What follows belongs to an exercise in optimizing a design on an open flow for a short achievable clock period and few clock cycles per item; a production flow would make more cautious choices. In this exercise RTL edits were held to simulation tests only and were not proved equivalent to the original. The flow treats the clock pin as an ideal source, which a real chip does not have. No activity file was given, so power comes from the tool's default toggle rates.

Setup of v14:
==> flow/design.v (excerpt) <==
module intensity_reflector_cluster_detect
(
    input  logic                 clk,
    input  logic                 rst_n,
    input  logic                 cfg_we,
    input  logic [CFG_IDX_W-1:0] cfg_index,
    input  logic [CFG_W-1:0]     cfg_data,
    input  logic                 beam_valid,
    output logic                 beam_stall,
    input  logic [INT_W-1:0]     beam_intensity,
    input  logic [RNG_W-1:0]     beam_range_mm,
    input  logic                 beam_range_finite,
    input  logic                 beam_last,
    output logic                 result_valid,
    input  logic                 result_stall,
    output logic [Q_W-1:0]       result_center_index_q8,
    output logic [IDX_W-1:0]     result_peak_index,
    output logic [IDX_W-1:0]     result_start_index,
    output logic [IDX_W-1:0]     result_end_index,
    output logic [INT_W-1:0]     result_peak_intensity,
    output logic [RNG_W-1:0]     result_center_range_mm
);
For scale: about 3200 flip-flops, about 160 I/O pins, ~150000 µm² of cells after synthesis.
Settings: LEC_CHECK=0, ABC_CLOCK_PERIOD_IN_PS=2500, CAP_MARGIN=20, CORE_MARGIN=2, CORE_UTILIZATION=65, SETUP_SLACK_MARGIN=5, SLEW_MARGIN=20; clock period 9.0 ns.
standard.sh (not shown) runs the stock make flow with config.mk's settings and CLKGATE_MAP_FILE= SYNTH_SCRIPT=/design/flow/synth_recipe.tcl, a recipe that flattens the netlist after the stock synthesis.
==> flow/flow/run.sh <==
#!/bin/bash
set -euo pipefail
MARGIN=${MARGIN:-6.5}
HOOK="$PWD/flow/move_out_flops.tcl"
sed -e "s|\"\${@:-finish}\"|SETUP_SLACK_MARGIN=${MARGIN} PRE_DETAIL_PLACE_TCL=${HOOK} \"\${@:-finish}\"|" standard.sh > own_standard.sh
grep -q "PRE_DETAIL_PLACE_TCL=" own_standard.sh
bash own_standard.sh > make_finish.log 2>&1
==> flow/flow/move_out_flops.tcl <==
# PRE_DETAIL_PLACE hook: put each flip-flop that drives an output port's
# buffer on top of that buffer, so that detailed placement legalizes it
# right beside the buffer, at the die's edge. The flip-flop then drives a
# short wire and the buffer drives the way to the pin.
set block [ord::get_db_block]
set moved 0
foreach bt [$block getBTerms] {
  if {[$bt getIoType] != "OUTPUT"} { continue }
  set net [$bt getNet]
  if {$net == "NULL"} { continue }
  foreach it [$net getITerms] {
    set buf [$it getInst]
    foreach bit [$buf getITerms] {
      if {![$bit isInputSignal]} { continue }
      set dnet [$bit getNet]
      if {$dnet == "NULL"} { continue }
      foreach d [$dnet getITerms] {
        if {![$d isOutputSignal]} { continue }
        set f [$d getInst]
        if {![regexp {__(e?df|sdf)} [[$f getMaster] getName]]} { continue }
        if {[llength [$dnet getITerms]] > 2} { continue }
        set l [$buf getLocation]
        $f setLocation [lindex $l 0] [lindex $l 1]
        $f setPlacementStatus PLACED
        incr moved
      }
    }
  }
}
puts "move_out_flops: moved $moved flip-flops next to their output buffers"
v14 finished end to end and its layout was clean on timing, DRC and antenna.
Testbench counts of v14, summed over its fixed seeds: cycles 9,904, beams 9,672.
The following lists how v8 was set up differently from v14:
- CORE_UTILIZATION: 65 -> 55
==> flow/flow/run.sh <==
#!/bin/bash
set -euo pipefail
MARGIN=${MARGIN:-6.5}
HOOK="$PWD/flow/move_out_flops.tcl"
CTS="-sink_clustering_enable -repair_clock_nets -apply_ndr full"
sed -e "s|\"\${@:-finish}\"|SETUP_SLACK_MARGIN=${MARGIN} PRE_DETAIL_PLACE_TCL=${HOOK} 'CTS_ARGS=${CTS}' \"\${@:-finish}\"|" standard.sh > own_standard.sh
grep -q "CTS_ARGS=" own_standard.sh
bash own_standard.sh > make_finish.log 2>&1
[summary]
The post-placement setup slack of v8 was inferior to that of v14.
v8 vs. v14: utilization went down by 12 points.
Measured against v8, the non-clock buffer count of v14 comes out at 0.945 times the reference value.
Status: clock share of power parity (v14, v8)
Count of clock buffers in the final design went up slightly going from v14 to v8.
Changes observed in v8 relative to v14: detailed-routing wirelength on met1 rose by 6.5%, leakage power has increased.
v8 and v14 ended up with nearly the same final clock period utilization by the worst path.
The inputs of v40 differ from those of v8 as listed below.
==> flow/flow/run.sh <==
#!/bin/bash
set -euo pipefail
MARGIN=${MARGIN:-6.5}
HOOK="$PWD/flow/move_out_flops.tcl"
sed -e "s|\"\${@:-finish}\"|SETUP_SLACK_MARGIN=${MARGIN} PRE_DETAIL_PLACE_TCL=${HOOK} \"\${@:-finish}\"|" standard.sh > own_standard.sh
grep -q "PRE_DETAIL_PLACE_TCL=" own_standard.sh
bash own_standard.sh > make_finish.log 2>&1
--- outcome ---
Per the final summary, v40 finished and its layout is clean on timing, DRC and antenna.
Of the two values seen for end point of the critical path, result_start_index[2] was produced by v8 and result_center_range_mm[10] by v40.
Delta (v40 minus v8): global routing met3 resource utilization down 0.32 points; core utilization stayed essentially flat; minimum setup slack in the final design now sits at about the same level; non-clock buffer area fraction after layout ~0 delta; post-route standard cell area excluding fillers held.
The global routing usage on met2 on v8 is in line with that on v40.
~same overall power after layout in v8 and v40

---

rev 12:
intensity_reflector_cluster_detect again, from the RTL that the note above started with.
==> flow/design.v (excerpt) <==
module intensity_reflector_cluster_detect
(
    input  logic                 clk,
    input  logic                 rst_n,
    input  logic                 cfg_we,
    input  logic [CFG_IDX_W-1:0] cfg_index,
    input  logic [CFG_W-1:0]     cfg_data,
    input  logic                 beam_valid,
    output logic                 beam_stall,
    input  logic [INT_W-1:0]     beam_intensity,
    input  logic [RNG_W-1:0]     beam_range_mm,
    input  logic                 beam_range_finite,
    input  logic                 beam_last,
    output logic                 result_valid,
    input  logic                 result_stall,
    output logic [Q_W-1:0]       result_center_index_q8,
    output logic [IDX_W-1:0]     result_peak_index,
    output logic [IDX_W-1:0]     result_start_index,
    output logic [IDX_W-1:0]     result_end_index,
    output logic [INT_W-1:0]     result_peak_intensity,
    output logic [RNG_W-1:0]     result_center_range_mm
);
Settings: LEC_CHECK=0, ABC_CLOCK_PERIOD_IN_PS=2500, CAP_MARGIN=20, CORE_MARGIN=2, CORE_UTILIZATION=75, SETUP_SLACK_MARGIN=5, SLEW_MARGIN=20; clock period 9.0 ns.
==> flow/flow/run.sh <==
#!/bin/bash
set -euo pipefail
MARGIN=${MARGIN:-6.5}
HOOK="$PWD/flow/move_out_flops.tcl"
sed -e "s|\"\${@:-finish}\"|SETUP_SLACK_MARGIN=${MARGIN} PRE_DETAIL_PLACE_TCL=${HOOK} \"\${@:-finish}\"|" standard.sh > own_standard.sh
grep -q "PRE_DETAIL_PLACE_TCL=" own_standard.sh
bash own_standard.sh > make_finish.log 2>&1
Scripts as last shown in full above: flow/flow/move_out_flops.tcl
No final results exist for rev 12, since it was stopped by error GRT-0232 during 5_1_grt.
Testbench counts of rev 12, summed over its fixed seeds: cycles 9,904, beams 9,672.
Here is what was changed in the inputs of rev 13 compared with rev 12.
Settings: swapping 75 for 65 in CORE_UTILIZATION.
==> flow/flow/run.sh <==
#!/bin/bash
set -euo pipefail
MARGIN=${MARGIN:-6.5}
HOOK="$PWD/flow/move_out_flops.tcl"
CTS="-sink_clustering_enable -repair_clock_nets -apply_ndr full"
sed -e "s|\"\${@:-finish}\"|SETUP_SLACK_MARGIN=${MARGIN} PRE_DETAIL_PLACE_TCL=${HOOK} 'CTS_ARGS=${CTS}' \"\${@:-finish}\"|" standard.sh > own_standard.sh
grep -q "CTS_ARGS=" own_standard.sh
bash own_standard.sh > make_finish.log 2>&1
Results
Both conditions hold for rev 13: the flow ran to the end and the final layout passed the timing, DRC and antenna checks.
Rev 12 -> rev 13: post-detailed-placement cell area flat
Comparing rev 13 against rev 12, there is no change at all in synthesized area.
Rev 12 -> rev 13: number of gates resized after cts decreased by a few percent
Worst slack after detailed placement: rev 13 < rev 12
From rev 12 to rev 13, synthesized-area fraction occupied by adder cells did not move at all.
Number of core rows, rev 13 vs rev 12: up by a little under 10%
Rev 13 vs rev 12 — global placement routability congestion dropped slightly

-- port drivers added, routing unchanged --
In the flow no input, the clock included, has a driving cell. The finished layouts below were timed again as built, in two steps. Step 1 assumes that a clkbuf_16 drives the clock port and a buf_2 every other input. Step 2, shift: input delay + t, output delay - t, t = (earliest + latest rising clock arrival at the registers) / 2. This alone moves slack from input paths to output paths. a / b / c = no drivers / after step 1 / after step 2; a / b = the first two.
run | shift t [ns] | setup slack, ns | cell pins on the clock port's net
v14 | 1.022 | 5.824 / 5.726 / 5.510 | 1
v8 | 0.996 | 5.837 / 5.742 / 5.461 | 1
v40 | 1.004 | 5.837 / 5.742 / 5.457 | 1
rev 13 | 1.028 | 5.801 / 5.698 / 5.510 | 1
After both steps every run listed still meets setup and hold. For v40, which loses most, drivers alone change the setup slack by -0.095 ns; drivers and shift together by -0.380 ns.
